Source: an optimization exercise on an open RTL-to-GDS flow (aim: small area, a short achievable clock period and few clock cycles per item). Production flows keep margins and buffers that such runs may drop.
No functional check of the RTL was part of this run.
Power figures rest on the tool's default switching activity, not on a simulated workload.

==> flow/config.mk <==
export PLATFORM = sky130hd
export DESIGN_NAME = axf_top
export DESIGN_NICKNAME = axf_top
export VERILOG_FILES = /design/flow/design.v
export SDC_FILE = /design/flow/constraint.sdc
export NUM_CORES = 4
export LEC_CHECK = 0
export CAP_MARGIN = 20
export CORE_MARGIN = 2
export CORE_UTILIZATION = 30
export SLEW_MARGIN = 20
==> flow/constraint.sdc <==
create_clock -name core_clock -period 10.0 [get_ports {clk}]
set_input_delay 2.0000 -clock core_clock [delete_from_list [all_inputs] [get_ports {clk}]]
set_output_delay 2.0000 -clock core_clock [all_outputs]
set_load 0.01 [all_outputs]
==> flow/design.v <==
`default_nettype none
package axf_pkg;
        localparam int COORD_W   = 16;                   
        localparam int DATA_W    = 32;
        localparam int ADDR_W    = 6;
        localparam int CTRL_BITS = 3;
        localparam logic [5:0] ADDR_CONTROL = 6'h00;
        localparam logic [5:0] ADDR_STATUS  = 6'h04;
        localparam logic [5:0] ADDR_A       = 6'h08;
        localparam logic [5:0] ADDR_B       = 6'h0C;
        localparam logic [5:0] ADDR_D       = 6'h10;
        localparam logic [5:0] ADDR_E       = 6'h14;
        localparam logic [5:0] ADDR_TX      = 6'h18;
        localparam logic [5:0] ADDR_TY      = 6'h1C;
        localparam logic [5:0] ADDR_XIN     = 6'h20;
        localparam logic [5:0] ADDR_YIN     = 6'h24;
        localparam logic [5:0] ADDR_XOUT    = 6'h28;
        localparam logic [5:0] ADDR_YOUT    = 6'h2C;
endpackage
`default_nettype wire
`default_nettype none
module axf_regfile (
        input  logic        clk,
        input  logic        rst_n,
        input  logic [5:0]  address_i,
        input  logic [31:0] data_in_i,
        input  logic [1:0]  data_write_n_i,
        output logic [15:0] a_o, b_o, d_o, e_o, tx_o, ty_o, x_o, y_o,
        output logic [7:0]  set_o,           
        output logic [2:0]  ctrl_o,
        output logic        wr_by_o,         
        output logic        wr_dx_o,         
        output logic        start_o
);
        logic        write_en;
        logic [15:0] wr_val;
        logic [7:0]  wr_sel;
        logic [15:0] a_q, b_q, d_q, e_q, tx_q, ty_q, x_q, y_q;
        logic [7:0]  set_q;
        logic [2:0]  ctrl_q;
        assign write_en = (data_write_n_i != 2'b11);
        assign wr_val   = data_in_i[15:0];
        always_comb begin
                wr_sel = '0;
                if (write_en) begin
                        case (address_i)
                                axf_pkg::ADDR_A:   wr_sel[0] = 1'b1;
                                axf_pkg::ADDR_B:   wr_sel[1] = 1'b1;
                                axf_pkg::ADDR_D:   wr_sel[2] = 1'b1;
                                axf_pkg::ADDR_E:   wr_sel[3] = 1'b1;
                                axf_pkg::ADDR_TX:  wr_sel[4] = 1'b1;
                                axf_pkg::ADDR_TY:  wr_sel[5] = 1'b1;
                                axf_pkg::ADDR_XIN: wr_sel[6] = 1'b1;
                                axf_pkg::ADDR_YIN: wr_sel[7] = 1'b1;
                                default: ;
                        endcase
                end
        end
        always_ff @(posedge clk) begin
                if (wr_sel[0]) a_q  <= wr_val;
                if (wr_sel[1]) b_q  <= wr_val;
                if (wr_sel[2]) d_q  <= wr_val;
                if (wr_sel[3]) e_q  <= wr_val;
                if (wr_sel[4]) tx_q <= wr_val;
                if (wr_sel[5]) ty_q <= wr_val;
                if (wr_sel[6]) x_q  <= wr_val;
                if (wr_sel[7]) y_q  <= wr_val;
        end
        always_ff @(posedge clk or negedge rst_n) begin
                if (!rst_n) begin
                        set_q  <= '0;
                        ctrl_q <= '0;
                end else begin
                        set_q <= set_q | wr_sel;
                        if (write_en && address_i == axf_pkg::ADDR_CONTROL)
                                ctrl_q <= data_in_i[2:0];
                end
        end
        assign wr_by_o = wr_sel[1] | wr_sel[7] | wr_sel[4];
        assign wr_dx_o = wr_sel[2] | wr_sel[6] | wr_sel[5];
        assign start_o = write_en && (address_i == axf_pkg::ADDR_CONTROL) && data_in_i[0];
        assign a_o = a_q;  assign b_o = b_q;  assign d_o = d_q;  assign e_o = e_q;
        assign tx_o = tx_q; assign ty_o = ty_q; assign x_o = x_q; assign y_o = y_q;
        assign set_o  = set_q;
        assign ctrl_o = ctrl_q;
endmodule
`default_nettype wire
`default_nettype none
module axf_engine (
        input  logic        clk,
        input  logic        rst_n,
        input  logic        start_i,
        input  logic        wr_by_i,
        input  logic        wr_dx_i,
        input  logic [15:0] a_i, b_i, d_i, e_i, tx_i, ty_i, x_i, y_i,
        input  logic [7:0]  set_i,           
        output logic        busy_o,
        output logic [15:0] res_x_o,
        output logic [15:0] res_y_o
);
        logic        sx_stale_q, sy_stale_q;     
        logic [15:0] sx_q, sy_q;
        logic        busy_q, need_x_q;           
        logic [15:0] res_x_q, res_y_q;
        logic        do_sx, do_sy, do_x, do_y;
        logic [15:0] op_c, op_v, op_k, mac_p;
        assign do_sx = sx_stale_q;
        assign do_sy = !sx_stale_q && sy_stale_q;
        assign do_x  = !sx_stale_q && !sy_stale_q && busy_q && need_x_q;
        assign do_y  = !sx_stale_q && !sy_stale_q && busy_q && !need_x_q;
        assign op_c = ({16{do_sx && set_i[1]}} & b_i) | ({16{do_sy && set_i[2]}} & d_i)
                    | ({16{do_x  && set_i[0]}} & a_i) | ({16{do_y  && set_i[3]}} & e_i);
        assign op_v = ({16{(do_sx || do_y) && set_i[7]}} & y_i)
                    | ({16{(do_sy || do_x) && set_i[6]}} & x_i);
        assign op_k = ({16{do_sx && set_i[4]}} & tx_i) | ({16{do_sy && set_i[5]}} & ty_i)
                    | ({16{do_x}} & sx_q) | ({16{do_y}} & sy_q);
        axf_mac mac_inst (
                .c      (op_c),
                .v      (op_v),
                .k1     (op_k),
                .p      (mac_p)
        );
        always_ff @(posedge clk or negedge rst_n) begin
                if (!rst_n) begin
                        sx_stale_q <= 1'b1;
                        sy_stale_q <= 1'b1;
                        busy_q     <= 1'b0;
                        need_x_q   <= 1'b0;
                end else begin
                        sx_stale_q <= wr_by_i || (sx_stale_q && !do_sx);
                        sy_stale_q <= wr_dx_i || (sy_stale_q && !do_sy);
                        if (!busy_q && start_i) begin
                                busy_q   <= 1'b1;
                                need_x_q <= 1'b1;
                        end else begin
                                if (do_x)
                                        need_x_q <= 1'b0;
                                if (do_y)
                                        busy_q <= 1'b0;
                        end
                end
        end
        always_ff @(posedge clk) begin
                if (do_sx) sx_q <= mac_p;
                if (do_sy) sy_q <= mac_p;
                if (do_x)  res_x_q <= mac_p;
                if (do_y)  res_y_q <= mac_p;
        end
        assign busy_o  = busy_q;
        assign res_x_o = res_x_q;
        assign res_y_o = res_y_q;
endmodule
`default_nettype wire
`default_nettype none
module axf_mac (
        input  wire [15:0] c,
        input  wire [15:0] v,
        input  wire [15:0] k1,
        output wire [15:0] p
);
wire t_1 = (c[0] & v[12]) ^ (c[1] & v[11]);
wire t_2 = (c[0] & v[12]) & (c[1] & v[11]);
wire t_3 = (c[0] & v[13]) ^ (c[1] & v[12]) ^ (c[2] & v[11]);
wire t_4 = ((c[0] & v[13]) & (c[1] & v[12])) | ((c[0] & v[13]) & (c[2] & v[11])) | ((c[1] & v[12]) & (c[2] & v[11]));
wire t_5 = (c[3] & v[10]) ^ (c[4] & v[9]);
wire t_6 = (c[3] & v[10]) & (c[4] & v[9]);
wire t_7 = (c[0] & v[14]) ^ (c[1] & v[13]) ^ (c[2] & v[12]);
wire t_8 = ((c[0] & v[14]) & (c[1] & v[13])) | ((c[0] & v[14]) & (c[2] & v[12])) | ((c[1] & v[13]) & (c[2] & v[12]));
wire t_9 = (c[3] & v[11]) ^ (c[4] & v[10]) ^ (c[5] & v[9]);
wire t_10 = ((c[3] & v[11]) & (c[4] & v[10])) | ((c[3] & v[11]) & (c[5] & v[9])) | ((c[4] & v[10]) & (c[5] & v[9]));
wire t_11 = (c[6] & v[8]) ^ (c[7] & v[7]);
wire t_12 = (c[6] & v[8]) & (c[7] & v[7]);
wire t_13 = ~(c[0] & v[15]) ^ (c[1] & v[14]) ^ (c[2] & v[13]);
wire t_14 = (~(c[0] & v[15]) & (c[1] & v[14])) | (~(c[0] & v[15]) & (c[2] & v[13])) | ((c[1] & v[14]) & (c[2] & v[13]));
wire t_15 = (c[3] & v[12]) ^ (c[4] & v[11]) ^ (c[5] & v[10]);
wire t_16 = ((c[3] & v[12]) & (c[4] & v[11])) | ((c[3] & v[12]) & (c[5] & v[10])) | ((c[4] & v[11]) & (c[5] & v[10]));
wire t_17 = (c[6] & v[9]) ^ (c[7] & v[8]) ^ (c[8] & v[7]);
wire t_18 = ((c[6] & v[9]) & (c[7] & v[8])) | ((c[6] & v[9]) & (c[8] & v[7])) | ((c[7] & v[8]) & (c[8] & v[7]));
wire t_19 = (c[9] & v[6]) ^ (c[10] & v[5]);
wire t_20 = (c[9] & v[6]) & (c[10] & v[5]);
wire t_21 = 1'b1 ^ ~(c[1] & v[15]) ^ (c[2] & v[14]);
wire t_22 = (1'b1 & ~(c[1] & v[15])) | (1'b1 & (c[2] & v[14])) | (~(c[1] & v[15]) & (c[2] & v[14]));
wire t_23 = (c[3] & v[13]) ^ (c[4] & v[12]) ^ (c[5] & v[11]);
wire t_24 = ((c[3] & v[13]) & (c[4] & v[12])) | ((c[3] & v[13]) & (c[5] & v[11])) | ((c[4] & v[12]) & (c[5] & v[11]));
wire t_25 = (c[6] & v[10]) ^ (c[7] & v[9]) ^ (c[8] & v[8]);
wire t_26 = ((c[6] & v[10]) & (c[7] & v[9])) | ((c[6] & v[10]) & (c[8] & v[8])) | ((c[7] & v[9]) & (c[8] & v[8]));
wire t_27 = (c[9] & v[7]) ^ (c[10] & v[6]) ^ (c[11] & v[5]);
wire t_28 = ((c[9] & v[7]) & (c[10] & v[6])) | ((c[9] & v[7]) & (c[11] & v[5])) | ((c[10] & v[6]) & (c[11] & v[5]));
wire t_29 = ~(c[2] & v[15]) ^ (c[3] & v[14]) ^ (c[4] & v[13]);
wire t_30 = (~(c[2] & v[15]) & (c[3] & v[14])) | (~(c[2] & v[15]) & (c[4] & v[13])) | ((c[3] & v[14]) & (c[4] & v[13]));
wire t_31 = (c[5] & v[12]) ^ (c[6] & v[11]) ^ (c[7] & v[10]);
wire t_32 = ((c[5] & v[12]) & (c[6] & v[11])) | ((c[5] & v[12]) & (c[7] & v[10])) | ((c[6] & v[11]) & (c[7] & v[10]));
wire t_33 = (c[8] & v[9]) ^ (c[9] & v[8]) ^ (c[10] & v[7]);
wire t_34 = ((c[8] & v[9]) & (c[9] & v[8])) | ((c[8] & v[9]) & (c[10] & v[7])) | ((c[9] & v[8]) & (c[10] & v[7]));
wire t_35 = ~(c[3] & v[15]) ^ (c[4] & v[14]) ^ (c[5] & v[13]);
wire t_36 = (~(c[3] & v[15]) & (c[4] & v[14])) | (~(c[3] & v[15]) & (c[5] & v[13])) | ((c[4] & v[14]) & (c[5] & v[13]));
wire t_37 = (c[6] & v[12]) ^ (c[7] & v[11]) ^ (c[8] & v[10]);
wire t_38 = ((c[6] & v[12]) & (c[7] & v[11])) | ((c[6] & v[12]) & (c[8] & v[10])) | ((c[7] & v[11]) & (c[8] & v[10]));
wire t_39 = ~(c[4] & v[15]) ^ (c[5] & v[14]) ^ (c[6] & v[13]);
wire t_40 = (~(c[4] & v[15]) & (c[5] & v[14])) | (~(c[4] & v[15]) & (c[6] & v[13])) | ((c[5] & v[14]) & (c[6] & v[13]));
wire t_41 = (c[0] & v[8]) ^ (c[1] & v[7]);
wire t_42 = (c[0] & v[8]) & (c[1] & v[7]);
wire t_43 = (c[0] & v[9]) ^ (c[1] & v[8]) ^ (c[2] & v[7]);
wire t_44 = ((c[0] & v[9]) & (c[1] & v[8])) | ((c[0] & v[9]) & (c[2] & v[7])) | ((c[1] & v[8]) & (c[2] & v[7]));
wire t_45 = (c[3] & v[6]) ^ (c[4] & v[5]);
wire t_46 = (c[3] & v[6]) & (c[4] & v[5]);
wire t_47 = (c[0] & v[10]) ^ (c[1] & v[9]) ^ (c[2] & v[8]);
wire t_48 = ((c[0] & v[10]) & (c[1] & v[9])) | ((c[0] & v[10]) & (c[2] & v[8])) | ((c[1] & v[9]) & (c[2] & v[8]));
wire t_49 = (c[3] & v[7]) ^ (c[4] & v[6]) ^ (c[5] & v[5]);
wire t_50 = ((c[3] & v[7]) & (c[4] & v[6])) | ((c[3] & v[7]) & (c[5] & v[5])) | ((c[4] & v[6]) & (c[5] & v[5]));
wire t_51 = (c[6] & v[4]) ^ (c[7] & v[3]);
wire t_52 = (c[6] & v[4]) & (c[7] & v[3]);
wire t_53 = (c[0] & v[11]) ^ (c[1] & v[10]) ^ (c[2] & v[9]);
wire t_54 = ((c[0] & v[11]) & (c[1] & v[10])) | ((c[0] & v[11]) & (c[2] & v[9])) | ((c[1] & v[10]) & (c[2] & v[9]));
wire t_55 = (c[3] & v[8]) ^ (c[4] & v[7]) ^ (c[5] & v[6]);
wire t_56 = ((c[3] & v[8]) & (c[4] & v[7])) | ((c[3] & v[8]) & (c[5] & v[6])) | ((c[4] & v[7]) & (c[5] & v[6]));
wire t_57 = (c[6] & v[5]) ^ (c[7] & v[4]) ^ (c[8] & v[3]);
wire t_58 = ((c[6] & v[5]) & (c[7] & v[4])) | ((c[6] & v[5]) & (c[8] & v[3])) | ((c[7] & v[4]) & (c[8] & v[3]));
wire t_59 = (c[9] & v[2]) ^ (c[10] & v[1]);
wire t_60 = (c[9] & v[2]) & (c[10] & v[1]);
wire t_61 = (c[2] & v[10]) ^ (c[3] & v[9]) ^ (c[4] & v[8]);
wire t_62 = ((c[2] & v[10]) & (c[3] & v[9])) | ((c[2] & v[10]) & (c[4] & v[8])) | ((c[3] & v[9]) & (c[4] & v[8]));
wire t_63 = (c[5] & v[7]) ^ (c[6] & v[6]) ^ (c[7] & v[5]);
wire t_64 = ((c[5] & v[7]) & (c[6] & v[6])) | ((c[5] & v[7]) & (c[7] & v[5])) | ((c[6] & v[6]) & (c[7] & v[5]));
wire t_65 = (c[8] & v[4]) ^ (c[9] & v[3]) ^ (c[10] & v[2]);
wire t_66 = ((c[8] & v[4]) & (c[9] & v[3])) | ((c[8] & v[4]) & (c[10] & v[2])) | ((c[9] & v[3]) & (c[10] & v[2]));
wire t_67 = (c[11] & v[1]) ^ (c[12] & v[0]) ^ k1[4];
wire t_68 = ((c[11] & v[1]) & (c[12] & v[0])) | ((c[11] & v[1]) & k1[4]) | ((c[12] & v[0]) & k1[4]);
wire t_69 = (c[5] & v[8]) ^ (c[6] & v[7]) ^ (c[7] & v[6]);
wire t_70 = ((c[5] & v[8]) & (c[6] & v[7])) | ((c[5] & v[8]) & (c[7] & v[6])) | ((c[6] & v[7]) & (c[7] & v[6]));
wire t_71 = (c[8] & v[5]) ^ (c[9] & v[4]) ^ (c[10] & v[3]);
wire t_72 = ((c[8] & v[5]) & (c[9] & v[4])) | ((c[8] & v[5]) & (c[10] & v[3])) | ((c[9] & v[4]) & (c[10] & v[3]));
wire t_73 = (c[11] & v[2]) ^ (c[12] & v[1]) ^ (c[13] & v[0]);
wire t_74 = ((c[11] & v[2]) & (c[12] & v[1])) | ((c[11] & v[2]) & (c[13] & v[0])) | ((c[12] & v[1]) & (c[13] & v[0]));
wire t_75 = k1[5] ^ t_2 ^ t_5;
wire t_76 = (k1[5] & t_2) | (k1[5] & t_5) | (t_2 & t_5);
wire t_77 = (c[8] & v[6]) ^ (c[9] & v[5]) ^ (c[10] & v[4]);
wire t_78 = ((c[8] & v[6]) & (c[9] & v[5])) | ((c[8] & v[6]) & (c[10] & v[4])) | ((c[9] & v[5]) & (c[10] & v[4]));
wire t_79 = (c[11] & v[3]) ^ (c[12] & v[2]) ^ (c[13] & v[1]);
wire t_80 = ((c[11] & v[3]) & (c[12] & v[2])) | ((c[11] & v[3]) & (c[13] & v[1])) | ((c[12] & v[2]) & (c[13] & v[1]));
wire t_81 = (c[14] & v[0]) ^ k1[6] ^ t_6;
wire t_82 = ((c[14] & v[0]) & k1[6]) | ((c[14] & v[0]) & t_6) | (k1[6] & t_6);
wire t_83 = t_11 ^ t_4 ^ t_7;
wire t_84 = (t_11 & t_4) | (t_11 & t_7) | (t_4 & t_7);
wire t_85 = (c[11] & v[4]) ^ (c[12] & v[3]) ^ (c[13] & v[2]);
wire t_86 = ((c[11] & v[4]) & (c[12] & v[3])) | ((c[11] & v[4]) & (c[13] & v[2])) | ((c[12] & v[3]) & (c[13] & v[2]));
wire t_87 = (c[14] & v[1]) ^ ~(c[15] & v[0]) ^ k1[7];
wire t_88 = ((c[14] & v[1]) & ~(c[15] & v[0])) | ((c[14] & v[1]) & k1[7]) | (~(c[15] & v[0]) & k1[7]);
wire t_89 = t_12 ^ t_19 ^ t_8;
wire t_90 = (t_12 & t_19) | (t_12 & t_8) | (t_19 & t_8);
wire t_91 = t_10 ^ t_13 ^ t_15;
wire t_92 = (t_10 & t_13) | (t_10 & t_15) | (t_13 & t_15);
wire t_93 = (c[12] & v[4]) ^ (c[13] & v[3]) ^ (c[14] & v[2]);
wire t_94 = ((c[12] & v[4]) & (c[13] & v[3])) | ((c[12] & v[4]) & (c[14] & v[2])) | ((c[13] & v[3]) & (c[14] & v[2]));
wire t_95 = ~(c[15] & v[1]) ^ k1[8] ^ t_20;
wire t_96 = (~(c[15] & v[1]) & k1[8]) | (~(c[15] & v[1]) & t_20) | (k1[8] & t_20);
wire t_97 = t_14 ^ t_16 ^ t_18;
wire t_98 = (t_14 & t_16) | (t_14 & t_18) | (t_16 & t_18);
wire t_99 = t_21 ^ t_23 ^ t_25;
wire t_100 = (t_21 & t_23) | (t_21 & t_25) | (t_23 & t_25);
wire t_101 = (c[11] & v[6]) ^ (c[12] & v[5]) ^ (c[13] & v[4]);
wire t_102 = ((c[11] & v[6]) & (c[12] & v[5])) | ((c[11] & v[6]) & (c[13] & v[4])) | ((c[12] & v[5]) & (c[13] & v[4]));
wire t_103 = (c[14] & v[3]) ^ ~(c[15] & v[2]) ^ k1[9];
wire t_104 = ((c[14] & v[3]) & ~(c[15] & v[2])) | ((c[14] & v[3]) & k1[9]) | (~(c[15] & v[2]) & k1[9]);
wire t_105 = t_22 ^ t_24 ^ t_26;
wire t_106 = (t_22 & t_24) | (t_22 & t_26) | (t_24 & t_26);
wire t_107 = t_28 ^ t_29 ^ t_31;
wire t_108 = (t_28 & t_29) | (t_28 & t_31) | (t_29 & t_31);
wire t_109 = (c[9] & v[9]) ^ (c[10] & v[8]) ^ (c[11] & v[7]);
wire t_110 = ((c[9] & v[9]) & (c[10] & v[8])) | ((c[9] & v[9]) & (c[11] & v[7])) | ((c[10] & v[8]) & (c[11] & v[7]));
wire t_111 = (c[12] & v[6]) ^ (c[13] & v[5]) ^ (c[14] & v[4]);
wire t_112 = ((c[12] & v[6]) & (c[13] & v[5])) | ((c[12] & v[6]) & (c[14] & v[4])) | ((c[13] & v[5]) & (c[14] & v[4]));
wire t_113 = ~(c[15] & v[3]) ^ k1[10] ^ t_30;
wire t_114 = (~(c[15] & v[3]) & k1[10]) | (~(c[15] & v[3]) & t_30) | (k1[10] & t_30);
wire t_115 = t_32 ^ t_34 ^ t_35;
wire t_116 = (t_32 & t_34) | (t_32 & t_35) | (t_34 & t_35);
wire t_117 = (c[7] & v[12]) ^ (c[8] & v[11]) ^ (c[9] & v[10]);
wire t_118 = ((c[7] & v[12]) & (c[8] & v[11])) | ((c[7] & v[12]) & (c[9] & v[10])) | ((c[8] & v[11]) & (c[9] & v[10]));
wire t_119 = (c[10] & v[9]) ^ (c[11] & v[8]) ^ (c[12] & v[7]);
wire t_120 = ((c[10] & v[9]) & (c[11] & v[8])) | ((c[10] & v[9]) & (c[12] & v[7])) | ((c[11] & v[8]) & (c[12] & v[7]));
wire t_121 = (c[13] & v[6]) ^ (c[14] & v[5]) ^ ~(c[15] & v[4]);
wire t_122 = ((c[13] & v[6]) & (c[14] & v[5])) | ((c[13] & v[6]) & ~(c[15] & v[4])) | ((c[14] & v[5]) & ~(c[15] & v[4]));
wire t_123 = k1[11] ^ t_36 ^ t_38;
wire t_124 = (k1[11] & t_36) | (k1[11] & t_38) | (t_36 & t_38);
wire t_125 = ~(c[5] & v[15]) ^ (c[6] & v[14]) ^ (c[7] & v[13]);
wire t_126 = (~(c[5] & v[15]) & (c[6] & v[14])) | (~(c[5] & v[15]) & (c[7] & v[13])) | ((c[6] & v[14]) & (c[7] & v[13]));
wire t_127 = (c[8] & v[12]) ^ (c[9] & v[11]) ^ (c[10] & v[10]);
wire t_128 = ((c[8] & v[12]) & (c[9] & v[11])) | ((c[8] & v[12]) & (c[10] & v[10])) | ((c[9] & v[11]) & (c[10] & v[10]));
wire t_129 = (c[11] & v[9]) ^ (c[12] & v[8]) ^ (c[13] & v[7]);
wire t_130 = ((c[11] & v[9]) & (c[12] & v[8])) | ((c[11] & v[9]) & (c[13] & v[7])) | ((c[12] & v[8]) & (c[13] & v[7]));
wire t_131 = (c[14] & v[6]) ^ ~(c[15] & v[5]) ^ k1[12];
wire t_132 = ((c[14] & v[6]) & ~(c[15] & v[5])) | ((c[14] & v[6]) & k1[12]) | (~(c[15] & v[5]) & k1[12]);
wire t_133 = ~(c[6] & v[15]) ^ (c[7] & v[14]) ^ (c[8] & v[13]);
wire t_134 = (~(c[6] & v[15]) & (c[7] & v[14])) | (~(c[6] & v[15]) & (c[8] & v[13])) | ((c[7] & v[14]) & (c[8] & v[13]));
wire t_135 = (c[9] & v[12]) ^ (c[10] & v[11]) ^ (c[11] & v[10]);
wire t_136 = ((c[9] & v[12]) & (c[10] & v[11])) | ((c[9] & v[12]) & (c[11] & v[10])) | ((c[10] & v[11]) & (c[11] & v[10]));
wire t_137 = (c[12] & v[9]) ^ (c[13] & v[8]) ^ (c[14] & v[7]);
wire t_138 = ((c[12] & v[9]) & (c[13] & v[8])) | ((c[12] & v[9]) & (c[14] & v[7])) | ((c[13] & v[8]) & (c[14] & v[7]));
wire t_139 = ~(c[7] & v[15]) ^ (c[8] & v[14]) ^ (c[9] & v[13]);
wire t_140 = (~(c[7] & v[15]) & (c[8] & v[14])) | (~(c[7] & v[15]) & (c[9] & v[13])) | ((c[8] & v[14]) & (c[9] & v[13]));
wire t_141 = (c[10] & v[12]) ^ (c[11] & v[11]) ^ (c[12] & v[10]);
wire t_142 = ((c[10] & v[12]) & (c[11] & v[11])) | ((c[10] & v[12]) & (c[12] & v[10])) | ((c[11] & v[11]) & (c[12] & v[10]));
wire t_143 = ~(c[8] & v[15]) ^ (c[9] & v[14]) ^ (c[10] & v[13]);
wire t_144 = (~(c[8] & v[15]) & (c[9] & v[14])) | (~(c[8] & v[15]) & (c[10] & v[13])) | ((c[9] & v[14]) & (c[10] & v[13]));
wire t_145 = (c[0] & v[6]) ^ (c[1] & v[5]);
wire t_146 = (c[0] & v[6]) & (c[1] & v[5]);
wire t_147 = (c[0] & v[7]) ^ (c[1] & v[6]) ^ (c[2] & v[5]);
wire t_148 = ((c[0] & v[7]) & (c[1] & v[6])) | ((c[0] & v[7]) & (c[2] & v[5])) | ((c[1] & v[6]) & (c[2] & v[5]));
wire t_149 = (c[3] & v[4]) ^ (c[4] & v[3]);
wire t_150 = (c[3] & v[4]) & (c[4] & v[3]);
wire t_151 = (c[2] & v[6]) ^ (c[3] & v[5]) ^ (c[4] & v[4]);
wire t_152 = ((c[2] & v[6]) & (c[3] & v[5])) | ((c[2] & v[6]) & (c[4] & v[4])) | ((c[3] & v[5]) & (c[4] & v[4]));
wire t_153 = (c[5] & v[3]) ^ (c[6] & v[2]) ^ (c[7] & v[1]);
wire t_154 = ((c[5] & v[3]) & (c[6] & v[2])) | ((c[5] & v[3]) & (c[7] & v[1])) | ((c[6] & v[2]) & (c[7] & v[1]));
wire t_155 = (c[8] & v[0]) ^ k1[0];
wire t_156 = (c[8] & v[0]) & k1[0];
wire t_157 = (c[5] & v[4]) ^ (c[6] & v[3]) ^ (c[7] & v[2]);
wire t_158 = ((c[5] & v[4]) & (c[6] & v[3])) | ((c[5] & v[4]) & (c[7] & v[2])) | ((c[6] & v[3]) & (c[7] & v[2]));
wire t_159 = (c[8] & v[1]) ^ (c[9] & v[0]) ^ k1[1];
wire t_160 = ((c[8] & v[1]) & (c[9] & v[0])) | ((c[8] & v[1]) & k1[1]) | ((c[9] & v[0]) & k1[1]);
wire t_161 = t_42 ^ t_45 ^ t_43;
wire t_162 = (t_42 & t_45) | (t_42 & t_43) | (t_45 & t_43);
wire t_163 = (c[8] & v[2]) ^ (c[9] & v[1]) ^ (c[10] & v[0]);
wire t_164 = ((c[8] & v[2]) & (c[9] & v[1])) | ((c[8] & v[2]) & (c[10] & v[0])) | ((c[9] & v[1]) & (c[10] & v[0]));
wire t_165 = k1[2] ^ t_46 ^ t_51;
wire t_166 = (k1[2] & t_46) | (k1[2] & t_51) | (t_46 & t_51);
wire t_167 = t_44 ^ t_47 ^ t_49;
wire t_168 = (t_44 & t_47) | (t_44 & t_49) | (t_47 & t_49);
wire t_169 = (c[11] & v[0]) ^ k1[3] ^ t_52;
wire t_170 = ((c[11] & v[0]) & k1[3]) | ((c[11] & v[0]) & t_52) | (k1[3] & t_52);
wire t_171 = t_59 ^ t_48 ^ t_50;
wire t_172 = (t_59 & t_48) | (t_59 & t_50) | (t_48 & t_50);
wire t_173 = t_53 ^ t_55 ^ t_57;
wire t_174 = (t_53 & t_55) | (t_53 & t_57) | (t_55 & t_57);
wire t_175 = t_60 ^ t_1 ^ t_54;
wire t_176 = (t_60 & t_1) | (t_60 & t_54) | (t_1 & t_54);
wire t_177 = t_56 ^ t_58 ^ t_61;
wire t_178 = (t_56 & t_58) | (t_56 & t_61) | (t_58 & t_61);
wire t_179 = t_63 ^ t_65 ^ t_67;
wire t_180 = (t_63 & t_65) | (t_63 & t_67) | (t_65 & t_67);
wire t_181 = t_62 ^ t_64 ^ t_66;
wire t_182 = (t_62 & t_64) | (t_62 & t_66) | (t_64 & t_66);
wire t_183 = t_3 ^ t_69 ^ t_71;
wire t_184 = (t_3 & t_69) | (t_3 & t_71) | (t_69 & t_71);
wire t_185 = t_73 ^ t_68 ^ t_75;
wire t_186 = (t_73 & t_68) | (t_73 & t_75) | (t_68 & t_75);
wire t_187 = t_70 ^ t_72 ^ t_74;
wire t_188 = (t_70 & t_72) | (t_70 & t_74) | (t_72 & t_74);
wire t_189 = t_9 ^ t_77 ^ t_79;
wire t_190 = (t_9 & t_77) | (t_9 & t_79) | (t_77 & t_79);
wire t_191 = t_81 ^ t_76 ^ t_83;
wire t_192 = (t_81 & t_76) | (t_81 & t_83) | (t_76 & t_83);
wire t_193 = t_78 ^ t_80 ^ t_17;
wire t_194 = (t_78 & t_80) | (t_78 & t_17) | (t_80 & t_17);
wire t_195 = t_85 ^ t_87 ^ t_82;
wire t_196 = (t_85 & t_87) | (t_85 & t_82) | (t_87 & t_82);
wire t_197 = t_89 ^ t_84 ^ t_91;
wire t_198 = (t_89 & t_84) | (t_89 & t_91) | (t_84 & t_91);
wire t_199 = t_86 ^ t_27 ^ t_93;
wire t_200 = (t_86 & t_27) | (t_86 & t_93) | (t_27 & t_93);
wire t_201 = t_88 ^ t_95 ^ t_90;
wire t_202 = (t_88 & t_95) | (t_88 & t_90) | (t_95 & t_90);
wire t_203 = t_97 ^ t_92 ^ t_99;
wire t_204 = (t_97 & t_92) | (t_97 & t_99) | (t_92 & t_99);
wire t_205 = t_94 ^ t_33 ^ t_101;
wire t_206 = (t_94 & t_33) | (t_94 & t_101) | (t_33 & t_101);
wire t_207 = t_103 ^ t_96 ^ t_98;
wire t_208 = (t_103 & t_96) | (t_103 & t_98) | (t_96 & t_98);
wire t_209 = t_105 ^ t_100 ^ t_107;
wire t_210 = (t_105 & t_100) | (t_105 & t_107) | (t_100 & t_107);
wire t_211 = t_102 ^ t_37 ^ t_109;
wire t_212 = (t_102 & t_37) | (t_102 & t_109) | (t_37 & t_109);
wire t_213 = t_111 ^ t_104 ^ t_106;
wire t_214 = (t_111 & t_104) | (t_111 & t_106) | (t_104 & t_106);
wire t_215 = t_113 ^ t_108 ^ t_115;
wire t_216 = (t_113 & t_108) | (t_113 & t_115) | (t_108 & t_115);
wire t_217 = t_110 ^ t_112 ^ t_39;
wire t_218 = (t_110 & t_112) | (t_110 & t_39) | (t_112 & t_39);
wire t_219 = t_117 ^ t_119 ^ t_121;
wire t_220 = (t_117 & t_119) | (t_117 & t_121) | (t_119 & t_121);
wire t_221 = t_114 ^ t_123 ^ t_116;
wire t_222 = (t_114 & t_123) | (t_114 & t_116) | (t_123 & t_116);
wire t_223 = t_40 ^ t_118 ^ t_120;
wire t_224 = (t_40 & t_118) | (t_40 & t_120) | (t_118 & t_120);
wire t_225 = t_122 ^ t_125 ^ t_127;
wire t_226 = (t_122 & t_125) | (t_122 & t_127) | (t_125 & t_127);
wire t_227 = t_129 ^ t_131 ^ t_124;
wire t_228 = (t_129 & t_131) | (t_129 & t_124) | (t_131 & t_124);
wire t_229 = ~(c[15] & v[6]) ^ k1[13] ^ t_126;
wire t_230 = (~(c[15] & v[6]) & k1[13]) | (~(c[15] & v[6]) & t_126) | (k1[13] & t_126);
wire t_231 = t_128 ^ t_130 ^ t_133;
wire t_232 = (t_128 & t_130) | (t_128 & t_133) | (t_130 & t_133);
wire t_233 = t_135 ^ t_137 ^ t_132;
wire t_234 = (t_135 & t_137) | (t_135 & t_132) | (t_137 & t_132);
wire t_235 = (c[13] & v[9]) ^ (c[14] & v[8]) ^ ~(c[15] & v[7]);
wire t_236 = ((c[13] & v[9]) & (c[14] & v[8])) | ((c[13] & v[9]) & ~(c[15] & v[7])) | ((c[14] & v[8]) & ~(c[15] & v[7]));
wire t_237 = k1[14] ^ t_134 ^ t_136;
wire t_238 = (k1[14] & t_134) | (k1[14] & t_136) | (t_134 & t_136);
wire t_239 = t_138 ^ t_139 ^ t_141;
wire t_240 = (t_138 & t_139) | (t_138 & t_141) | (t_139 & t_141);
wire t_241 = (c[11] & v[12]) ^ (c[12] & v[11]) ^ (c[13] & v[10]);
wire t_242 = ((c[11] & v[12]) & (c[12] & v[11])) | ((c[11] & v[12]) & (c[13] & v[10])) | ((c[12] & v[11]) & (c[13] & v[10]));
wire t_243 = (c[14] & v[9]) ^ ~(c[15] & v[8]) ^ k1[15];
wire t_244 = ((c[14] & v[9]) & ~(c[15] & v[8])) | ((c[14] & v[9]) & k1[15]) | (~(c[15] & v[8]) & k1[15]);
wire t_245 = t_140 ^ t_142 ^ t_143;
wire t_246 = (t_140 & t_142) | (t_140 & t_143) | (t_142 & t_143);
wire t_247 = (c[0] & v[4]) ^ (c[1] & v[3]);
wire t_248 = (c[0] & v[4]) & (c[1] & v[3]);
wire t_249 = (c[0] & v[5]) ^ (c[1] & v[4]) ^ (c[2] & v[3]);
wire t_250 = ((c[0] & v[5]) & (c[1] & v[4])) | ((c[0] & v[5]) & (c[2] & v[3])) | ((c[1] & v[4]) & (c[2] & v[3]));
wire t_251 = (c[3] & v[2]) ^ (c[4] & v[1]);
wire t_252 = (c[3] & v[2]) & (c[4] & v[1]);
wire t_253 = (c[2] & v[4]) ^ (c[3] & v[3]) ^ (c[4] & v[2]);
wire t_254 = ((c[2] & v[4]) & (c[3] & v[3])) | ((c[2] & v[4]) & (c[4] & v[2])) | ((c[3] & v[3]) & (c[4] & v[2]));
wire t_255 = (c[5] & v[1]) ^ (c[6] & v[0]) ^ t_145;
wire t_256 = ((c[5] & v[1]) & (c[6] & v[0])) | ((c[5] & v[1]) & t_145) | ((c[6] & v[0]) & t_145);
wire t_257 = (c[5] & v[2]) ^ (c[6] & v[1]) ^ (c[7] & v[0]);
wire t_258 = ((c[5] & v[2]) & (c[6] & v[1])) | ((c[5] & v[2]) & (c[7] & v[0])) | ((c[6] & v[1]) & (c[7] & v[0]));
wire t_259 = t_146 ^ t_149 ^ t_147;
wire t_260 = (t_146 & t_149) | (t_146 & t_147) | (t_149 & t_147);
wire t_261 = t_150 ^ t_41 ^ t_148;
wire t_262 = (t_150 & t_41) | (t_150 & t_148) | (t_41 & t_148);
wire t_263 = t_151 ^ t_153 ^ t_155;
wire t_264 = (t_151 & t_153) | (t_151 & t_155) | (t_153 & t_155);
wire t_265 = t_152 ^ t_154 ^ t_157;
wire t_266 = (t_152 & t_154) | (t_152 & t_157) | (t_154 & t_157);
wire t_267 = t_156 ^ t_159 ^ t_161;
wire t_268 = (t_156 & t_159) | (t_156 & t_161) | (t_159 & t_161);
wire t_269 = t_158 ^ t_163 ^ t_160;
wire t_270 = (t_158 & t_163) | (t_158 & t_160) | (t_163 & t_160);
wire t_271 = t_165 ^ t_162 ^ t_167;
wire t_272 = (t_165 & t_162) | (t_165 & t_167) | (t_162 & t_167);
wire t_273 = t_164 ^ t_169 ^ t_166;
wire t_274 = (t_164 & t_169) | (t_164 & t_166) | (t_169 & t_166);
wire t_275 = t_171 ^ t_168 ^ t_173;
wire t_276 = (t_171 & t_168) | (t_171 & t_173) | (t_168 & t_173);
wire t_277 = t_170 ^ t_172 ^ t_175;
wire t_278 = (t_170 & t_172) | (t_170 & t_175) | (t_172 & t_175);
wire t_279 = t_174 ^ t_177 ^ t_179;
wire t_280 = (t_174 & t_177) | (t_174 & t_179) | (t_177 & t_179);
wire t_281 = t_176 ^ t_181 ^ t_178;
wire t_282 = (t_176 & t_181) | (t_176 & t_178) | (t_181 & t_178);
wire t_283 = t_183 ^ t_180 ^ t_185;
wire t_284 = (t_183 & t_180) | (t_183 & t_185) | (t_180 & t_185);
wire t_285 = t_182 ^ t_187 ^ t_184;
wire t_286 = (t_182 & t_187) | (t_182 & t_184) | (t_187 & t_184);
wire t_287 = t_189 ^ t_186 ^ t_191;
wire t_288 = (t_189 & t_186) | (t_189 & t_191) | (t_186 & t_191);
wire t_289 = t_188 ^ t_190 ^ t_193;
wire t_290 = (t_188 & t_190) | (t_188 & t_193) | (t_190 & t_193);
wire t_291 = t_195 ^ t_192 ^ t_197;
wire t_292 = (t_195 & t_192) | (t_195 & t_197) | (t_192 & t_197);
wire t_293 = t_194 ^ t_199 ^ t_196;
wire t_294 = (t_194 & t_199) | (t_194 & t_196) | (t_199 & t_196);
wire t_295 = t_201 ^ t_198 ^ t_203;
wire t_296 = (t_201 & t_198) | (t_201 & t_203) | (t_198 & t_203);
wire t_297 = t_200 ^ t_205 ^ t_202;
wire t_298 = (t_200 & t_205) | (t_200 & t_202) | (t_205 & t_202);
wire t_299 = t_207 ^ t_204 ^ t_209;
wire t_300 = (t_207 & t_204) | (t_207 & t_209) | (t_204 & t_209);
wire t_301 = t_206 ^ t_211 ^ t_208;
wire t_302 = (t_206 & t_211) | (t_206 & t_208) | (t_211 & t_208);
wire t_303 = t_213 ^ t_210 ^ t_215;
wire t_304 = (t_213 & t_210) | (t_213 & t_215) | (t_210 & t_215);
wire t_305 = t_212 ^ t_217 ^ t_219;
wire t_306 = (t_212 & t_217) | (t_212 & t_219) | (t_217 & t_219);
wire t_307 = t_214 ^ t_216 ^ t_221;
wire t_308 = (t_214 & t_216) | (t_214 & t_221) | (t_216 & t_221);
wire t_309 = t_223 ^ t_218 ^ t_220;
wire t_310 = (t_223 & t_218) | (t_223 & t_220) | (t_218 & t_220);
wire t_311 = t_225 ^ t_227 ^ t_222;
wire t_312 = (t_225 & t_227) | (t_225 & t_222) | (t_227 & t_222);
wire t_313 = t_224 ^ t_229 ^ t_226;
wire t_314 = (t_224 & t_229) | (t_224 & t_226) | (t_229 & t_226);
wire t_315 = t_231 ^ t_233 ^ t_228;
wire t_316 = (t_231 & t_233) | (t_231 & t_228) | (t_233 & t_228);
wire t_317 = t_235 ^ t_230 ^ t_237;
wire t_318 = (t_235 & t_230) | (t_235 & t_237) | (t_230 & t_237);
wire t_319 = t_232 ^ t_239 ^ t_234;
wire t_320 = (t_232 & t_239) | (t_232 & t_234) | (t_239 & t_234);
wire t_321 = t_236 ^ t_241 ^ t_243;
wire t_322 = (t_236 & t_241) | (t_236 & t_243) | (t_241 & t_243);
wire t_323 = t_238 ^ t_240 ^ t_245;
wire t_324 = (t_238 & t_240) | (t_238 & t_245) | (t_240 & t_245);
wire t_325 = (c[0] & v[3]) ^ (c[1] & v[2]);
wire t_326 = (c[0] & v[3]) & (c[1] & v[2]);
wire t_327 = (c[2] & v[2]) ^ (c[3] & v[1]) ^ (c[4] & v[0]);
wire t_328 = ((c[2] & v[2]) & (c[3] & v[1])) | ((c[2] & v[2]) & (c[4] & v[0])) | ((c[3] & v[1]) & (c[4] & v[0]));
wire t_329 = (c[5] & v[0]) ^ t_248 ^ t_251;
wire t_330 = ((c[5] & v[0]) & t_248) | ((c[5] & v[0]) & t_251) | (t_248 & t_251);
wire t_331 = t_252 ^ t_250 ^ t_253;
wire t_332 = (t_252 & t_250) | (t_252 & t_253) | (t_250 & t_253);
wire t_333 = t_254 ^ t_257 ^ t_256;
wire t_334 = (t_254 & t_257) | (t_254 & t_256) | (t_257 & t_256);
wire t_335 = t_258 ^ t_261 ^ t_260;
wire t_336 = (t_258 & t_261) | (t_258 & t_260) | (t_261 & t_260);
wire t_337 = t_262 ^ t_265 ^ t_264;
wire t_338 = (t_262 & t_265) | (t_262 & t_264) | (t_265 & t_264);
wire t_339 = t_266 ^ t_269 ^ t_268;
wire t_340 = (t_266 & t_269) | (t_266 & t_268) | (t_269 & t_268);
wire t_341 = t_270 ^ t_273 ^ t_272;
wire t_342 = (t_270 & t_273) | (t_270 & t_272) | (t_273 & t_272);
wire t_343 = t_274 ^ t_277 ^ t_276;
wire t_344 = (t_274 & t_277) | (t_274 & t_276) | (t_277 & t_276);
wire t_345 = t_278 ^ t_281 ^ t_280;
wire t_346 = (t_278 & t_281) | (t_278 & t_280) | (t_281 & t_280);
wire t_347 = t_282 ^ t_285 ^ t_284;
wire t_348 = (t_282 & t_285) | (t_282 & t_284) | (t_285 & t_284);
wire t_349 = t_286 ^ t_289 ^ t_288;
wire t_350 = (t_286 & t_289) | (t_286 & t_288) | (t_289 & t_288);
wire t_351 = t_290 ^ t_293 ^ t_292;
wire t_352 = (t_290 & t_293) | (t_290 & t_292) | (t_293 & t_292);
wire t_353 = t_294 ^ t_297 ^ t_296;
wire t_354 = (t_294 & t_297) | (t_294 & t_296) | (t_297 & t_296);
wire t_355 = t_298 ^ t_301 ^ t_300;
wire t_356 = (t_298 & t_301) | (t_298 & t_300) | (t_301 & t_300);
wire t_357 = t_305 ^ t_302 ^ t_307;
wire t_358 = (t_305 & t_302) | (t_305 & t_307) | (t_302 & t_307);
wire t_359 = t_306 ^ t_309 ^ t_311;
wire t_360 = (t_306 & t_309) | (t_306 & t_311) | (t_309 & t_311);
wire t_361 = t_310 ^ t_313 ^ t_315;
wire t_362 = (t_310 & t_313) | (t_310 & t_315) | (t_313 & t_315);
wire t_363 = t_314 ^ t_317 ^ t_319;
wire t_364 = (t_314 & t_317) | (t_314 & t_319) | (t_317 & t_319);
wire t_365 = t_321 ^ t_318 ^ t_323;
wire t_366 = (t_321 & t_318) | (t_321 & t_323) | (t_318 & t_323);
wire t_367 = (c[0] & v[2]) ^ (c[1] & v[1]);
wire t_368 = (c[0] & v[2]) & (c[1] & v[1]);
wire t_369 = (c[2] & v[1]) ^ (c[3] & v[0]) ^ t_325;
wire t_370 = ((c[2] & v[1]) & (c[3] & v[0])) | ((c[2] & v[1]) & t_325) | ((c[3] & v[0]) & t_325);
wire t_371 = t_326 ^ t_247 ^ t_327;
wire t_372 = (t_326 & t_247) | (t_326 & t_327) | (t_247 & t_327);
wire t_373 = t_328 ^ t_249 ^ t_329;
wire t_374 = (t_328 & t_249) | (t_328 & t_329) | (t_249 & t_329);
wire t_375 = t_330 ^ t_255 ^ t_331;
wire t_376 = (t_330 & t_255) | (t_330 & t_331) | (t_255 & t_331);
wire t_377 = t_332 ^ t_259 ^ t_333;
wire t_378 = (t_332 & t_259) | (t_332 & t_333) | (t_259 & t_333);
wire t_379 = t_263 ^ t_334 ^ t_335;
wire t_380 = (t_263 & t_334) | (t_263 & t_335) | (t_334 & t_335);
wire t_381 = t_336 ^ t_267 ^ t_337;
wire t_382 = (t_336 & t_267) | (t_336 & t_337) | (t_267 & t_337);
wire t_383 = t_338 ^ t_271 ^ t_339;
wire t_384 = (t_338 & t_271) | (t_338 & t_339) | (t_271 & t_339);
wire t_385 = t_275 ^ t_340 ^ t_341;
wire t_386 = (t_275 & t_340) | (t_275 & t_341) | (t_340 & t_341);
wire t_387 = t_279 ^ t_342 ^ t_343;
wire t_388 = (t_279 & t_342) | (t_279 & t_343) | (t_342 & t_343);
wire t_389 = t_283 ^ t_344 ^ t_345;
wire t_390 = (t_283 & t_344) | (t_283 & t_345) | (t_344 & t_345);
wire t_391 = t_287 ^ t_346 ^ t_347;
wire t_392 = (t_287 & t_346) | (t_287 & t_347) | (t_346 & t_347);
wire t_393 = t_291 ^ t_348 ^ t_349;
wire t_394 = (t_291 & t_348) | (t_291 & t_349) | (t_348 & t_349);
wire t_395 = t_295 ^ t_350 ^ t_351;
wire t_396 = (t_295 & t_350) | (t_295 & t_351) | (t_350 & t_351);
wire t_397 = t_299 ^ t_352 ^ t_353;
wire t_398 = (t_299 & t_352) | (t_299 & t_353) | (t_352 & t_353);
wire t_399 = t_303 ^ t_354 ^ t_355;
wire t_400 = (t_303 & t_354) | (t_303 & t_355) | (t_354 & t_355);
wire t_401 = t_304 ^ t_356 ^ t_357;
wire t_402 = (t_304 & t_356) | (t_304 & t_357) | (t_356 & t_357);
wire t_403 = t_308 ^ t_359 ^ t_358;
wire t_404 = (t_308 & t_359) | (t_308 & t_358) | (t_359 & t_358);
wire t_405 = t_312 ^ t_361 ^ t_360;
wire t_406 = (t_312 & t_361) | (t_312 & t_360) | (t_361 & t_360);
wire t_407 = t_316 ^ t_363 ^ t_362;
wire t_408 = (t_316 & t_363) | (t_316 & t_362) | (t_363 & t_362);
wire t_409 = t_320 ^ t_365 ^ t_364;
wire t_410 = (t_320 & t_365) | (t_320 & t_364) | (t_365 & t_364);
wire [23:0] r0 = {t_409, t_407, t_405, t_403, t_401, t_399, t_397, t_395, t_393, t_391, t_389, t_387, t_385, t_383, t_381, t_379, t_377, t_375, t_373, t_371, t_369, (c[2] & v[0]), (c[0] & v[1]), (c[0] & v[0])};
wire [23:0] r1 = {t_408, t_406, t_404, t_402, t_400, t_398, t_396, t_394, t_392, t_390, t_388, t_386, t_384, t_382, t_380, t_378, t_376, t_374, t_372, t_370, t_368, t_367, (c[1] & v[0]), 1'b0};
wire [23:0] s = r0 + r1;
assign p = s[23:8];
endmodule
`default_nettype wire
`default_nettype none
module axf_readback (
        input  logic        clk,
        input  logic        rst_n,
        input  logic [5:0]  address_i,
        input  logic [2:0]  ctrl_i,
        input  logic        start_i,
        input  logic        busy_i,
        input  logic [15:0] res_x_i,
        input  logic [15:0] res_y_i,
        output logic [31:0] data_out_o
);
        logic done_q;
        logic done;
        logic sel_x, sel_y;
        always_ff @(posedge clk or negedge rst_n) begin
                if (!rst_n)
                        done_q <= 1'b0;
                else if (start_i && !busy_i)
                        done_q <= 1'b0;
                else if (busy_i)
                        done_q <= 1'b1;
        end
        assign done = done_q && !busy_i;
        assign sel_x = (address_i == axf_pkg::ADDR_XOUT) && done;
        assign sel_y = (address_i == axf_pkg::ADDR_YOUT) && done;
        always_comb begin
                data_out_o = '0;
                if (address_i == axf_pkg::ADDR_CONTROL)
                        data_out_o[2:0] = ctrl_i;
                if (address_i == axf_pkg::ADDR_STATUS)
                        data_out_o[1:0] = {busy_i, done};
                data_out_o = data_out_o
                           | ({32{sel_x}} & {{16{res_x_i[15]}}, res_x_i})
                           | ({32{sel_y}} & {{16{res_y_i[15]}}, res_y_i});
        end
endmodule
`default_nettype wire
`default_nettype none
module axf_top (
        input  logic        clk,
        input  logic        rst_n,
        input  logic [5:0]  address_i,
        input  logic [31:0] data_in_i,
        input  logic [1:0]  data_write_n_i,
        output logic [31:0] data_out_o
);
        logic [15:0] a, b, d, e, tx, ty, x, y;
        logic [2:0]  ctrl;
        logic [7:0]  set;
        logic        wr_by, wr_dx, start;
        logic        busy;
        logic [15:0] res_x, res_y;
        axf_regfile regfile_inst (
                .clk            (clk),
                .rst_n          (rst_n),
                .address_i      (address_i),
                .data_in_i      (data_in_i),
                .data_write_n_i (data_write_n_i),
                .a_o (a), .b_o (b), .d_o (d), .e_o (e),
                .tx_o (tx), .ty_o (ty), .x_o (x), .y_o (y),
                .set_o          (set),
                .ctrl_o         (ctrl),
                .wr_by_o        (wr_by),
                .wr_dx_o        (wr_dx),
                .start_o        (start)
        );
        axf_engine engine_inst (
                .clk            (clk),
                .rst_n          (rst_n),
                .start_i        (start),
                .wr_by_i        (wr_by),
                .wr_dx_i        (wr_dx),
                .a_i (a), .b_i (b), .d_i (d), .e_i (e),
                .tx_i (tx), .ty_i (ty), .x_i (x), .y_i (y),
                .set_i          (set),
                .busy_o         (busy),
                .res_x_o        (res_x),
                .res_y_o        (res_y)
        );
        axf_readback readback_inst (
                .clk            (clk),
                .rst_n          (rst_n),
                .address_i      (address_i),
                .ctrl_i         (ctrl),
                .start_i        (start),
                .busy_i         (busy),
                .res_x_i        (res_x),
                .res_y_i        (res_y),
                .data_out_o     (data_out_o)
        );
endmodule
`default_nettype wire
==> flow/run.sh <==
#!/bin/bash
# synth_recipe.tcl (not shown) runs the flow's synth.tcl, then flattens the netlist and writes it again
# the make line also repeats each setting of config.mk as NAME=value (left out here)
make -C /OpenROAD-flow-scripts/flow DESIGN_CONFIG=/design/flow/config.mk WORK_HOME=/design/flow/orfs CLKGATE_MAP_FILE= SYNTH_SCRIPT=/design/flow/synth_recipe.tcl finish
==> results.py <==
metrics = {
    "global_routing": {
        "grt_pass1_wl_mm": 57.79,
        "grt_max_degree": 35,
        "busiest_layer": "met2",
        "grt_antenna_before_repair": 1,
        "use_met3_pct": 2.991,
        "grt-ovfl-total": 0,
        "grt_pass1_vias": 9864,
        "met1_usage_pct": 19.98,
        "grtUsageTotal_pct": 15.32,
        "grtUsageMet2_pct": 24.90,
    },
    "logic_synthesis": {
        "syn-instance-count": 1188,
        "ys_warn_count": 3,
        "synthTopCellsByArea": "edfxtp_1, fa_1, inv_1",
        "synth_top_area_share_pct": 39.85,
        "yosys_most_used_dff": "edfxtp_1",
        "seq_area_frac_synth_pct": 42.63,
        "synth-edff-count": 192,
        "synth_seq_cells": 208,
        "synthDistinctLibCells": 64,
        "syn-num-nets": 1448,
        "netlist_area_um2": 14470,
        "syn_avg_cell_area_um2": 12.18,
        "synth_top_cell_by_area": "edfxtp_1",
        "async_flop_share_pct": 7.692,
    },
    "detailed_routing": {
        "drtIter0Drc": 745,
        "wire_per_inst_um": 20.08,
        "final_antenna_net_count": 0,
        "routed_wirelength_mm": 37.73,
        "drcViolationCount": 0,
        "via_per_inst": 4.954,
        "dr.pass1.iters": 8,
        "dr_total_vias": 9308,
    },
    "die": {
        "dieArea_um2": 50000,
        "initial_core_util_pct": 30.37,
        "die-width_um": 223.6,
        "std_cell_rows": 80,
        "die_y_um": 223.6,
        "ios": 74,
        "core_area_um2": 47650,
    },
    "sta": {
        "tns_ps": 0,
        "maxSlewHeadroom_pct": 23.29,
        "finalHoldViolCount": 0,
        "tightestPinTransition_ps": 1151,
        "fin_crit_sh_pct": 82.75,
        "grt_setup_unrepaired": "no",
        "hold_slack_ps": 459.0,
        "fin_skew_ps": 36.12,
        "setup_violations": 0,
        "min_period_ps": 8275,
        "slew_violations": 0,
        "fmax_ghz": 0.1208,
    },
    "worst_setup_path": {
        "cp-start-kind": "register",
        "worst-path-max-fanout": 32,
        "worstPathArrival_ps": 8440,
        "required_ps": 10170,
        "critPathKind": "reg2reg",
        "worst_setup_path_end_kind": "register",
    },
    "cells_and_area": {
        "num-nets-final": 1508,
        "drive_above_1_share_pct": 8.149,
        "fin_area_um2": 16460,
        "layout_common_cells": "inv_1, edfxtp_1, fa_1, nor2_1, nand2_1",
        "diodes": 0,
        "fillCellCount": 4713,
        "area_delta_synth_final_pct": 13.78,
    },
    "pwr": {
        "leakagePower_nw": 6.082,
        "power_density_nw_per_um2": 181.0,
        "seqPwrFrac_pct": 39.3,
        "ir_drop_mv": 0.1518,
        "clkPwrFrac_pct": 24.8,
        "netSwitchingPower_mw": 1.100,
        "p_int_mw": 1.879,
        "switching_share_pct": 36.94,
        "share_comb_of_total_power_pct": 35.9,
    },
    "cts": {
        "hold_buffers": 0,
        "postCtsSetupBuffers": 0,
        "tritoncts": "built",
        "clock-root-buffer": "clkbuf_16",
        "clkSlewWorstSetupHoldPaths_ps": 60,
        "h-tree-depth": 1,
        "numCtsBuffers": 22,
        "insertion_delay_ps": 540,
        "clock-sinks": 208,
        "clockBufferDepth": 3,
        "cts-resized-gates": 0,
    },
    "min_path": {
        "hold_class": "reg2reg",
    },
    "run": {
        "drv_cap": 0,
    },
    "placed_design": {
        "place_area_um2": 15790,
        "gp_congestion": 0.8941,
        "hpwl_mm": 28.62,
        "numPortBuffers": 57,
    },
    "outcome": {
        "status": "complete, no violations",
    },
}
==> state kept, by name, indices dropped and copies added, names as in the netlist, 3 cells and up <==
signal	count
regfile_inst.b_q	16
regfile_inst.a_q	16
regfile_inst.ty_q	16
regfile_inst.d_q	16
regfile_inst.tx_q	16
regfile_inst.x_q	16
engine_inst.sx_q	16
engine_inst.res_y_q	16
regfile_inst.e_q	16
regfile_inst.y_q	16
regfile_inst.set_q	8
engine_inst.sy_q	16
regfile_inst.ctrl_q	3
engine_inst.res_x_q	16
==> power by group through the flow <==
stage	Sequential, mW	Combinational (mW)	Clock, mW
floorplan	1.17	0.615	0
global route	1.18	1.14	0.790
detailed placement	1.19	1.07	0
finish	1.17	1.07	0.738
global placement	1.19	1.05	0
CTS	1.17	1.08	0.751
==> cells by family after synthesis <==
group | count (synthesis) | synth area share (%)
muxes | 3 | 0.2248
buffers and inverters | 246 | 6.961
xor gates and xnor gates | 32 | 1.937
DFF | 208 | 42.63
adders and majority gates | 218 | 28.24
and+or+nand+nor | 321 | 9.763
AOI/OAI and AO/OA | 160 | 10.24
==> stage by stage <==
stage                     utilization, %  setup WS [ps]  instances  total power, mW
final                              34.55           1725       1879            2.979
after global routing               34.55           1383       1879            3.107
after floorplan                        -           3053       1188            1.790
after CTS                          34.54           1696       1878            3.001
after detailed placement           33.15           1755       1838            2.260
after global placement             33.15           1845       1838            2.238
==> cells in the mapped netlist (4+ instances only) <==
master    instances
nand3_1           7
clkbuf_1         26
a22o_1           40
xor2_1            5
a221o_1          16
a21o_1            6
dfrtp_1          14
or3_1             4
nand2b_1          5
nor2_1          142
or2_2            17
nand2_1         108
xnor2_1          27
a221oi_4          4
fa_1            181
and2_1            7
a22oi_1          18
ha_1             37
edfxtp_1        192
a222oi_1         16
o211ai_1          4
a21boi_0         10
buf_1             5
inv_1           192
buf_4            17
nor3_1           10
a221oi_1          8
buf_2             4
nor2b_1           4
a21oi_1          13
==> routing by layer <==
layer,share of wire [%],vias to the layer above
met5,0,-
met4,4.6,0
met3,7.5,79
met2,47,373
met1,41,4757
li1,-,4099
==> layout make-up <==
cell class	count	area, um2	area share, %
clock buffer	26	565.5	3.435
clock inverter	14	97.59	0.5928
inverter	192	720.7	4.378
multi-input combinational	734	7323	44.48
sequential	208	6168	37.47
tap	615	769.5	4.674
timing repair buffer	90	818.3	4.970
==> final timing paths <==
kind / cells after the start / startpoint / slack, ps / endpoint
worst max-delay path: 22 / engine_inst.sx_stale_q / 1720 / engine_inst.res_x_q[12]
worst min-delay path: 1 / regfile_inst.set_q[4] / 460 / regfile_inst.set_q[4]
worst max register to register: 22 / engine_inst.sx_stale_q / 1720 / engine_inst.res_x_q[12]
worst min register to register: 1 / regfile_inst.set_q[4] / 460 / regfile_inst.set_q[4]
max in group asynchronous: 1 / rst_n / 7630 / regfile_inst.set_q[5]
min in group asynchronous: 1 / rst_n / 1890 / regfile_inst.ctrl_q[0]
==> critical path, stage by stage, from the launching register on <==
cell and delay, ps:
dfstp_2 1040, nor4b_4 110, and2_1 190, buf_4 250
a221oi_1 920, buf_4 330, nor2_1 70, ha_1 220
fa_1 480, fa_1 490, inv_1 50, fa_1 350
inv_1 80, fa_1 420, fa_1 460, ha_1 330
or2_2 310, a21oi_1 170, a21oi_1 80, a22o_1 300
nor3_4 320, nor2_1 100, xnor2_1 790

==> separate check: timing with driven ports <==
How much do the figures lean on ideal ports? The routed layout below was timed once more, with nothing changed but the port constraints. Step 1 sets driving cells, clkbuf_16 on the clock port and buf_2 on the other inputs (assumed; they add their load-dependent delay and slew). Step 2 times the ports against the registers' clock, not the clock port: input delays grow and output delays shrink by t, the midpoint of the rising clock arrivals with the driver on. Slacks: no drivers / after step 1 / after step 2; pairs: no drivers / after step 1.
t, ns: 0.565
slack for setup (ns): 1.725 / 1.725 / 1.725
hold slack, ns: 0.459 / 0.459 / 0.459
worst setup path at the end: register to register
cell pins on the clock port's net: 1
After both steps this run still meets setup and hold. For this run, drivers alone change the setup slack by 0.000 ns; drivers and shift together by 0.000 ns.
